Source: an optimization exercise on an open RTL-to-GDS flow (aim: small area, a short achievable clock period and few clock cycles per item). Production flows keep margins and buffers that such runs may drop. In this exercise RTL edits were held to simulation tests only and were not proved equivalent to the original. Power is estimated from default activity; no workload was simulated.

==> module exec_unit, before the edit <==
module exec_unit (
  input  wire                       clk,
  input  wire                       arst_n_i,
  input  wire                       valid_i,
  input  wire [31:0]                instr_i,
  input  wire [63:0]                src_a_i,
  input  wire [63:0]                src_b_i,
  output logic [63:0]               result_o,
  output logic                      done_o,
  output logic                      ready_o
);
  localparam int K      = 8;
  localparam int NSTEP  = 64 / K;
  localparam int NSTEPW = 32 / K;
  localparam int CNT_W  = $clog2(NSTEP);
  exu_pkg::alu_ctl_t ctl_d, ctl_q, ctl_hi;
  exu_pkg::mul_req_t mreq_d, mreq_q;
  exu_pkg::xlen_t    op_a_d, op_b_d, op_a_q, op_b_q;
  logic [5:0]        shamt_q;   
  exu_pkg::xlen_t    alu_res;
  logic              is_mul;
  logic              accept, accept_mul;
  logic              busy_q;   
  logic              alu_v_q;
  logic              mul_run_q, mul_fin_q;
  logic              fin_low, fin_high;
  logic [CNT_W-1:0]  cnt_q;
  logic              last_step;
  logic [66:0]       acc_s_q, acc_c_q, acc_s_d, acc_c_d;
  logic [K-1:0]      ret_s_q, ret_c_q, ret_s_d, ret_c_d;
  logic              low_ci_q, low_ci_d;
  logic              first_q;
  logic [3:0]        one_d, two_d, neg_d, one_q, two_q, neg_q;
  logic [3:0]        one_h_q, two_h_q, neg_h_q;   
  logic [K-1:0]      prod_bits;
  exu_pkg::xlen_t    high_s, high_c;
  exu_pkg::xlen_t    low_next;
  alu_op_decode alu_op_decode_inst (
    .instr_i   (instr_i),
    .src_a_i   (src_a_i),
    .src_b_i   (src_b_i),
    .ctl_o     (ctl_d),
    .is_mul_o  (is_mul),
    .mul_req_o (mreq_d),
    .op_a_o    (op_a_d),
    .op_b_o    (op_b_d)
  );
  assign accept     = valid_i & !busy_q;
  assign accept_mul = accept & is_mul;
  assign fin_low  = mul_fin_q & !mreq_q.take_high;
  assign fin_high = mul_fin_q & mreq_q.take_high;
  always_comb begin
    ctl_hi         = '0;
    ctl_hi.sel_sum = 1'b1;
  end
  always_ff @(posedge clk) begin
    if (!busy_q) begin
      op_a_q <= op_a_d;
      op_b_q <= op_b_d;
      mreq_q <= mreq_d;
    end else if (fin_high) begin
      op_a_q <= high_s;
      op_b_q <= high_c;
    end else begin
      op_b_q <= low_next;
    end
    ctl_q   <= busy_q ? ctl_hi : ctl_d;
    shamt_q <= op_b_d[5:0];
  end
  assign last_step = mul_run_q &&
                     (cnt_q == (mreq_q.word ? CNT_W'(NSTEPW - 1) : CNT_W'(NSTEP - 1)));
  shift_add_mul shift_add_mul_inst (
    .mcand_i     (op_a_q),
    .a_neg_i     (mreq_q.a_neg),
    .one_i       (one_q),
    .two_i       (two_q),
    .neg_i       (neg_q),
    .one_h_i     (one_h_q),
    .two_h_i     (two_h_q),
    .neg_h_i     (neg_h_q),
    .first_i     (first_q),
    .corr_i      (mreq_q.corr),
    .acc_s_i     (acc_s_q),
    .acc_c_i     (acc_c_q),
    .ret_s_i     (ret_s_q),
    .ret_c_i     (ret_c_q),
    .low_ci_i    (low_ci_q),
    .acc_s_o     (acc_s_d),
    .acc_c_o     (acc_c_d),
    .ret_s_o     (ret_s_d),
    .ret_c_o     (ret_c_d),
    .low_ci_o    (low_ci_d),
    .prod_bits_o (prod_bits),
    .high_s_o    (high_s),
    .high_c_o    (high_c)
  );
  assign low_next = {prod_bits, op_b_q[63:K]};
  booth_enc booth_enc_inst (
    .bits_i (busy_q ? op_b_q[2*K-1:K] : src_b_i[K-1:0]),
    .prev_i (busy_q & op_b_q[K-1]),
    .one_o  (one_d),
    .two_o  (two_d),
    .neg_o  (neg_d)
  );
  always_ff @(posedge clk) begin
    acc_s_q  <= acc_s_d;
    acc_c_q  <= acc_c_d;
    ret_s_q  <= ret_s_d;
    ret_c_q  <= ret_c_d;
    low_ci_q <= !first_q & low_ci_d;
    one_q    <= one_d;
    two_q    <= two_d;
    neg_q    <= neg_d;
    one_h_q  <= {4{busy_q | accept_mul}} & one_d;
    two_h_q  <= {4{busy_q | accept_mul}} & two_d;
    neg_h_q  <= {4{busy_q | accept_mul}} & neg_d;
    first_q  <= accept_mul;
    cnt_q    <= accept_mul ? '0 : cnt_q + 1'b1;
  end
  always_ff @(posedge clk or negedge arst_n_i) begin
    if (!arst_n_i) begin
      mul_run_q <= 1'b0;
      mul_fin_q <= 1'b0;
      ready_o   <= 1'b1;
      busy_q    <= 1'b0;
    end else begin
      mul_run_q <= accept_mul | (mul_run_q & !last_step);
      mul_fin_q <= last_step;
      if (accept_mul) begin
        ready_o <= 1'b0;
        busy_q  <= 1'b1;
      end else if ((last_step & !mreq_q.take_high) | fin_high) begin
        ready_o <= 1'b1;
        busy_q  <= 1'b0;
      end
    end
  end
  int_alu int_alu_inst (
    .ctl_i    (ctl_q),
    .op_a_i   (op_a_q),
    .op_b_i   (op_b_q),
    .shamt_i  (shamt_q),
    .result_o (alu_res)
  );
  always_ff @(posedge clk) begin
    if (fin_low) begin
      result_o <= mreq_q.word ? {{32{low_next[63]}}, low_next[63:32]} : low_next;
    end else begin
      result_o <= alu_res;
    end
  end
  always_ff @(posedge clk or negedge arst_n_i) begin
    if (!arst_n_i) begin
      alu_v_q <= 1'b0;
      done_o  <= 1'b0;
    end else begin
      alu_v_q <= (accept & !is_mul) | fin_high;
      done_o  <= alu_v_q | fin_low;
    end
  end
endmodule
clock: 6.5 ns
lec_check: 0
abc_area: 1
cap_margin: 20
core_margin: 10
core_utilization: 40
place_density: 0.6
setup_slack_margin: 3.3
slew_margin: 20
run.sh (not shown) runs the stock make flow with config.mk's settings and CLKGATE_MAP_FILE= SYNTH_SCRIPT=/design/flow/synth_recipe.tcl, a recipe that flattens the netlist after the stock synthesis.
Testbench counts at the start, summed over its fixed seeds: cycles 23,029, items 16,000.
Change:
--- a/flow/design.v
+++ b/flow/design.v
@@ -399,4 +399,5 @@
   logic              accept, accept_mul;
   logic              busy_q;   
+  logic              busy_d;
   logic              alu_v_q;
   logic              mul_run_q, mul_fin_q;
@@ -495,20 +496,16 @@
     cnt_q    <= accept_mul ? '0 : cnt_q + 1'b1;
   end
+  assign busy_d = accept_mul | (mul_run_q & !(last_step & !mreq_q.take_high));
   always_ff @(posedge clk or negedge arst_n_i) begin
     if (!arst_n_i) begin
       mul_run_q <= 1'b0;
       mul_fin_q <= 1'b0;
-      ready_o   <= 1'b1;
-      busy_q    <= 1'b0;
+      ready_o   <= 1'b0;
+      busy_q    <= 1'b1;
     end else begin
       mul_run_q <= accept_mul | (mul_run_q & !last_step);
       mul_fin_q <= last_step;
-      if (accept_mul) begin
-        ready_o <= 1'b0;
-        busy_q  <= 1'b1;
-      end else if ((last_step & !mreq_q.take_high) | fin_high) begin
-        ready_o <= 1'b1;
-        busy_q  <= 1'b0;
-      end
+      ready_o   <= !busy_d;
+      busy_q    <= busy_d;
     end
   end
Utilization came out lower by 0.48 points.
Cell count increases by 2.9%.
Setup slack loses 28 ps.
Total power grows by 0.57%.
Global-route usage climbs by 0.26 points.
Via count is higher by 1.1%.
Sequential power barely changes.
Worst hold slack gains 9.1 ps.
Design area came out higher by 1.7%.
Fmax is lower by 0.86%.
Clock power decreases by 7.8%.
Sequential share of layout area fell by 0.30 points.
Routed wire length came out higher by 4.9%.
Testbench counts after the change, summed over its fixed seeds: cycles 23,029, items 16,000.


Another version of the RTL of exec_unit (not shown whole).
For scale: about 4800 cells after synthesis, ~230 I/O pins, roughly 0.041 mm^2 of cells after synthesis.
==> module int_alu, before the edit <==
module int_alu (
  input  wire exu_pkg::alu_ctl_t ctl_i,
  input  wire exu_pkg::xlen_t    op_a_i,
  input  wire exu_pkg::xlen_t    op_b_i,
  output exu_pkg::xlen_t         result_o
);
  localparam int XLEN = exu_pkg::XLEN;
  exu_pkg::xlen_t sum;
  logic           cout;
  exu_pkg::xlen_t shr;
  exu_pkg::xlen_t shl;
  logic           eq, lt_u, lt_s, cond;
  exu_pkg::xlen_t res;
  assign {cout, sum} = {1'b0, op_a_i} + {1'b0, op_b_i};
  assign eq   = &(op_a_i ^ op_b_i);
  assign lt_u = cout;
  assign lt_s = (op_a_i[XLEN-1] != op_b_i[XLEN-1]) ? lt_u : !op_a_i[XLEN-1];
  assign cond = ((ctl_i.c_eq & eq) | (ctl_i.c_lts & lt_s) | (ctl_i.c_ltu & lt_u)) ^ ctl_i.c_inv;
  assign shr = XLEN'($signed({ctl_i.sh_arith & op_a_i[XLEN-1], op_a_i}) >>> op_b_i[5:0]);
  always_comb begin
    for (int i = 0; i < XLEN; i++) shl[i] = shr[XLEN-1-i];
  end
  always_comb begin
    res = ({XLEN{ctl_i.sel_sum}} & {sum[XLEN-1:1] ^ {(XLEN-1){ctl_i.inv}},
                                     (sum[0] ^ ctl_i.inv) & !ctl_i.clr_lsb})
        | ({XLEN{ctl_i.sel_shr}} & shr)
        | ({XLEN{ctl_i.sel_shl}} & shl)
        | ({XLEN{ctl_i.sel_xor}} & (op_a_i ^ op_b_i))
        | ({XLEN{ctl_i.sel_or}}  & (op_a_i | op_b_i))
        | ({XLEN{ctl_i.sel_and}} & (op_a_i & op_b_i))
        | {{(XLEN-1){1'b0}}, ctl_i.sel_cmp & cond};
    result_o = ctl_i.word ? {{32{res[31]}}, res[31:0]} : res;
  end
endmodule
==> module exec_unit, before the edit <==
module exec_unit (
  input  wire                       clk,
  input  wire                       arst_n_i,
  input  wire                       valid_i,
  input  wire [31:0]                instr_i,
  input  wire [63:0]                src_a_i,
  input  wire [63:0]                src_b_i,
  output logic [63:0]               result_o,
  output logic                      done_o,
  output logic                      ready_o
);
  localparam int K      = 8;
  localparam int NSTEP  = 64 / K;
  localparam int NSTEPW = 32 / K;
  localparam int CNT_W  = $clog2(NSTEP);
  exu_pkg::alu_ctl_t ctl_d, ctl_q, ctl_hi;
  exu_pkg::mul_req_t mreq_d, mreq_q;
  exu_pkg::xlen_t    op_a_d, op_b_d, op_a_q, op_b_q;
  exu_pkg::xlen_t    alu_res;
  logic              is_mul;
  logic              accept, accept_mul;
  logic              busy_q;   
  logic              alu_v_q;
  logic              mul_run_q, mul_fin_q;
  logic              fin_low, fin_high;
  logic [CNT_W-1:0]  cnt_q;
  logic              last_step;
  logic [66:0]       acc_s_q, acc_c_q, acc_s_d, acc_c_d;
  logic [K-1:0]      ret_s_q, ret_c_q, ret_s_d, ret_c_d;
  logic              low_ci_q, low_ci_d;
  logic              first_q;
  logic [3:0]        one_d, two_d, neg_d, one_q, two_q, neg_q;
  logic [K-1:0]      prod_bits;
  exu_pkg::xlen_t    high_s, high_c;
  exu_pkg::xlen_t    low_next;
  alu_op_decode alu_op_decode_inst (
    .instr_i   (instr_i),
    .src_a_i   (src_a_i),
    .src_b_i   (src_b_i),
    .ctl_o     (ctl_d),
    .is_mul_o  (is_mul),
    .mul_req_o (mreq_d),
    .op_a_o    (op_a_d),
    .op_b_o    (op_b_d)
  );
  assign accept     = valid_i & !busy_q;
  assign accept_mul = accept & is_mul;
  assign fin_low  = mul_fin_q & !mreq_q.take_high;
  assign fin_high = mul_fin_q & mreq_q.take_high;
  always_comb begin
    ctl_hi         = '0;
    ctl_hi.sel_sum = 1'b1;
  end
  always_ff @(posedge clk) begin
    if (!busy_q) begin
      op_a_q <= op_a_d;
      op_b_q <= op_b_d;
      ctl_q  <= ctl_d;
      mreq_q <= mreq_d;
    end else if (fin_high) begin
      op_a_q <= high_s;
      op_b_q <= high_c;
      ctl_q  <= ctl_hi;
    end else begin
      op_b_q <= low_next;
    end
  end
  assign last_step = mul_run_q &&
                     (cnt_q == (mreq_q.word ? CNT_W'(NSTEPW - 1) : CNT_W'(NSTEP - 1)));
  shift_add_mul shift_add_mul_inst (
    .mcand_i     (op_a_q),
    .a_neg_i     (mreq_q.a_neg),
    .one_i       (one_q),
    .two_i       (two_q),
    .neg_i       (neg_q),
    .first_i     (first_q),
    .corr_i      (mreq_q.corr),
    .acc_s_i     (acc_s_q),
    .acc_c_i     (acc_c_q),
    .ret_s_i     (ret_s_q),
    .ret_c_i     (ret_c_q),
    .low_ci_i    (low_ci_q),
    .acc_s_o     (acc_s_d),
    .acc_c_o     (acc_c_d),
    .ret_s_o     (ret_s_d),
    .ret_c_o     (ret_c_d),
    .low_ci_o    (low_ci_d),
    .prod_bits_o (prod_bits),
    .high_s_o    (high_s),
    .high_c_o    (high_c)
  );
  assign low_next = {prod_bits, op_b_q[63:K]};
  booth_enc booth_enc_inst (
    .bits_i (busy_q ? op_b_q[2*K-1:K] : src_b_i[K-1:0]),
    .prev_i (busy_q & op_b_q[K-1]),
    .one_o  (one_d),
    .two_o  (two_d),
    .neg_o  (neg_d)
  );
  always_ff @(posedge clk) begin
    acc_s_q  <= acc_s_d;
    acc_c_q  <= acc_c_d;
    ret_s_q  <= ret_s_d;
    ret_c_q  <= ret_c_d;
    low_ci_q <= low_ci_d;
    one_q    <= one_d;
    two_q    <= two_d;
    neg_q    <= neg_d;
    first_q  <= accept_mul;
    cnt_q    <= accept_mul ? '0 : cnt_q + 1'b1;
  end
  always_ff @(posedge clk or negedge arst_n_i) begin
    if (!arst_n_i) begin
      mul_run_q <= 1'b0;
      mul_fin_q <= 1'b0;
      ready_o   <= 1'b1;
      busy_q    <= 1'b0;
    end else begin
      mul_run_q <= accept_mul | (mul_run_q & !last_step);
      mul_fin_q <= last_step;
      if (accept_mul) begin
        ready_o <= 1'b0;
        busy_q  <= 1'b1;
      end else if ((last_step & !mreq_q.take_high) | fin_high) begin
        ready_o <= 1'b1;
        busy_q  <= 1'b0;
      end
    end
  end
  int_alu int_alu_inst (
    .ctl_i    (ctl_q),
    .op_a_i   (op_a_q),
    .op_b_i   (op_b_q),
    .result_o (alu_res)
  );
  always_ff @(posedge clk) begin
    if (fin_low) begin
      result_o <= mreq_q.word ? {{32{low_next[63]}}, low_next[63:32]} : low_next;
    end else begin
      result_o <= alu_res;
    end
  end
  always_ff @(posedge clk or negedge arst_n_i) begin
    if (!arst_n_i) begin
      alu_v_q <= 1'b0;
      done_o  <= 1'b0;
    end else begin
      alu_v_q <= (accept & !is_mul) | fin_high;
      done_o  <= alu_v_q | fin_low;
    end
  end
endmodule
==> flow/config.mk <==
export PLATFORM = sky130hd
export DESIGN_NAME = exec_unit
export DESIGN_NICKNAME = exec_unit
export VERILOG_FILES = /design/flow/design.v
export SDC_FILE = /design/flow/constraint.sdc
export NUM_CORES = 4
export LEC_CHECK = 0
export CAP_MARGIN = 20
export CORE_MARGIN = 10
export CORE_UTILIZATION = 40
export PLACE_DENSITY = 0.6
export SETUP_SLACK_MARGIN = 3.0
export SLEW_MARGIN = 20
==> flow/constraint.sdc <==
create_clock -name core_clock -period 6.5 [get_ports {clk}]
set_input_delay 1.3000 -clock core_clock [delete_from_list [all_inputs] [get_ports {clk}]]
set_output_delay 1.3000 -clock core_clock [all_outputs]
set_load 0.01 [all_outputs]
Testbench counts at the start, summed over its fixed seeds: cycles 23,973, items 16,000.
Next try:
--- a/flow/design.v
+++ b/flow/design.v
@@ -237,4 +237,5 @@
   input  wire exu_pkg::xlen_t    op_a_i,
   input  wire exu_pkg::xlen_t    op_b_i,
+  input  wire [5:0]              shamt_i,    
   output exu_pkg::xlen_t         result_o
 );
@@ -251,5 +252,5 @@
   assign lt_s = (op_a_i[XLEN-1] != op_b_i[XLEN-1]) ? lt_u : !op_a_i[XLEN-1];
   assign cond = ((ctl_i.c_eq & eq) | (ctl_i.c_lts & lt_s) | (ctl_i.c_ltu & lt_u)) ^ ctl_i.c_inv;
-  assign shr = XLEN'($signed({ctl_i.sh_arith & op_a_i[XLEN-1], op_a_i}) >>> op_b_i[5:0]);
+  assign shr = XLEN'($signed({ctl_i.sh_arith & op_a_i[XLEN-1], op_a_i}) >>> shamt_i);
   always_comb begin
     for (int i = 0; i < XLEN; i++) shl[i] = shr[XLEN-1-i];
@@ -386,4 +387,5 @@
   exu_pkg::mul_req_t mreq_d, mreq_q;
   exu_pkg::xlen_t    op_a_d, op_b_d, op_a_q, op_b_q;
+  logic [5:0]        shamt_q;   
   exu_pkg::xlen_t    alu_res;
   logic              is_mul;
@@ -425,13 +427,13 @@
       op_a_q <= op_a_d;
       op_b_q <= op_b_d;
-      ctl_q  <= ctl_d;
       mreq_q <= mreq_d;
     end else if (fin_high) begin
       op_a_q <= high_s;
       op_b_q <= high_c;
-      ctl_q  <= ctl_hi;
     end else begin
       op_b_q <= low_next;
     end
+    ctl_q   <= busy_q ? ctl_hi : ctl_d;
+    shamt_q <= op_b_d[5:0];
   end
   assign last_step = mul_run_q &&
@@ -501,4 +503,5 @@
     .op_a_i   (op_a_q),
     .op_b_i   (op_b_q),
+    .shamt_i  (shamt_q),
     .result_o (alu_res)
   );
Power is lower by 51%. Final cell count hardly moves. Clock power increases by 11%. Worst setup slack gets better by 0.0098 ns. Utilization came out higher by 0.29 points. Non-clock buffer count rose by 16. Design area came out higher by 1.1%. Routed wire length rose by 4.4%. Die area increases by 0.62%. Sequential power went down by 37%. Worst hold slack improved by 0.010 ns.
Testbench counts after the change, summed over its fixed seeds: cycles 23,973, items 16,000.

==> static timing again, ports no longer ideal <==
The flow's constraints put no driver on any port. The routed layouts listed below were extracted and timed again, unchanged, in two steps.
Step 1: set_driving_cell puts a clkbuf_16 on clk and a buf_2 on each other input, an assumption about the parent block.
Step 2, shift: input delay + t, output delay - t, t = (earliest + latest rising clock arrival at the registers) / 2. This alone moves slack from input paths to output paths.
Slacks: no drivers / after step 1 / after step 2; pairs: no drivers / after step 1.
run | shift t [ns] | setup WS [ns] | worst setup path at the end | latest minus earliest clock arrival (ns) | pins driven straight from the clock port
the first run of note 1 | 0.742 | 3.280 / 3.287 / 2.585 | input to register | 0.029 / 0.029 | 1
the second run of note 1 | 0.736 | 3.252 / 3.252 / 2.645 | input to register | 0.032 / 0.032 | 1
the first run of note 2 | 0.718 | 2.819 / 2.819 / 2.372 | input to register | 0.029 / 0.029 | 1
the second run of note 2 | 0.727 | 2.829 / 2.829 / 2.387 | input to register | 0.050 / 0.050 | 1
After both steps setup and hold are still met in every run listed. The setup slack of the first run of note 1, which loses most, moves by +0.007 ns with the drivers and by -0.695 ns with both steps.
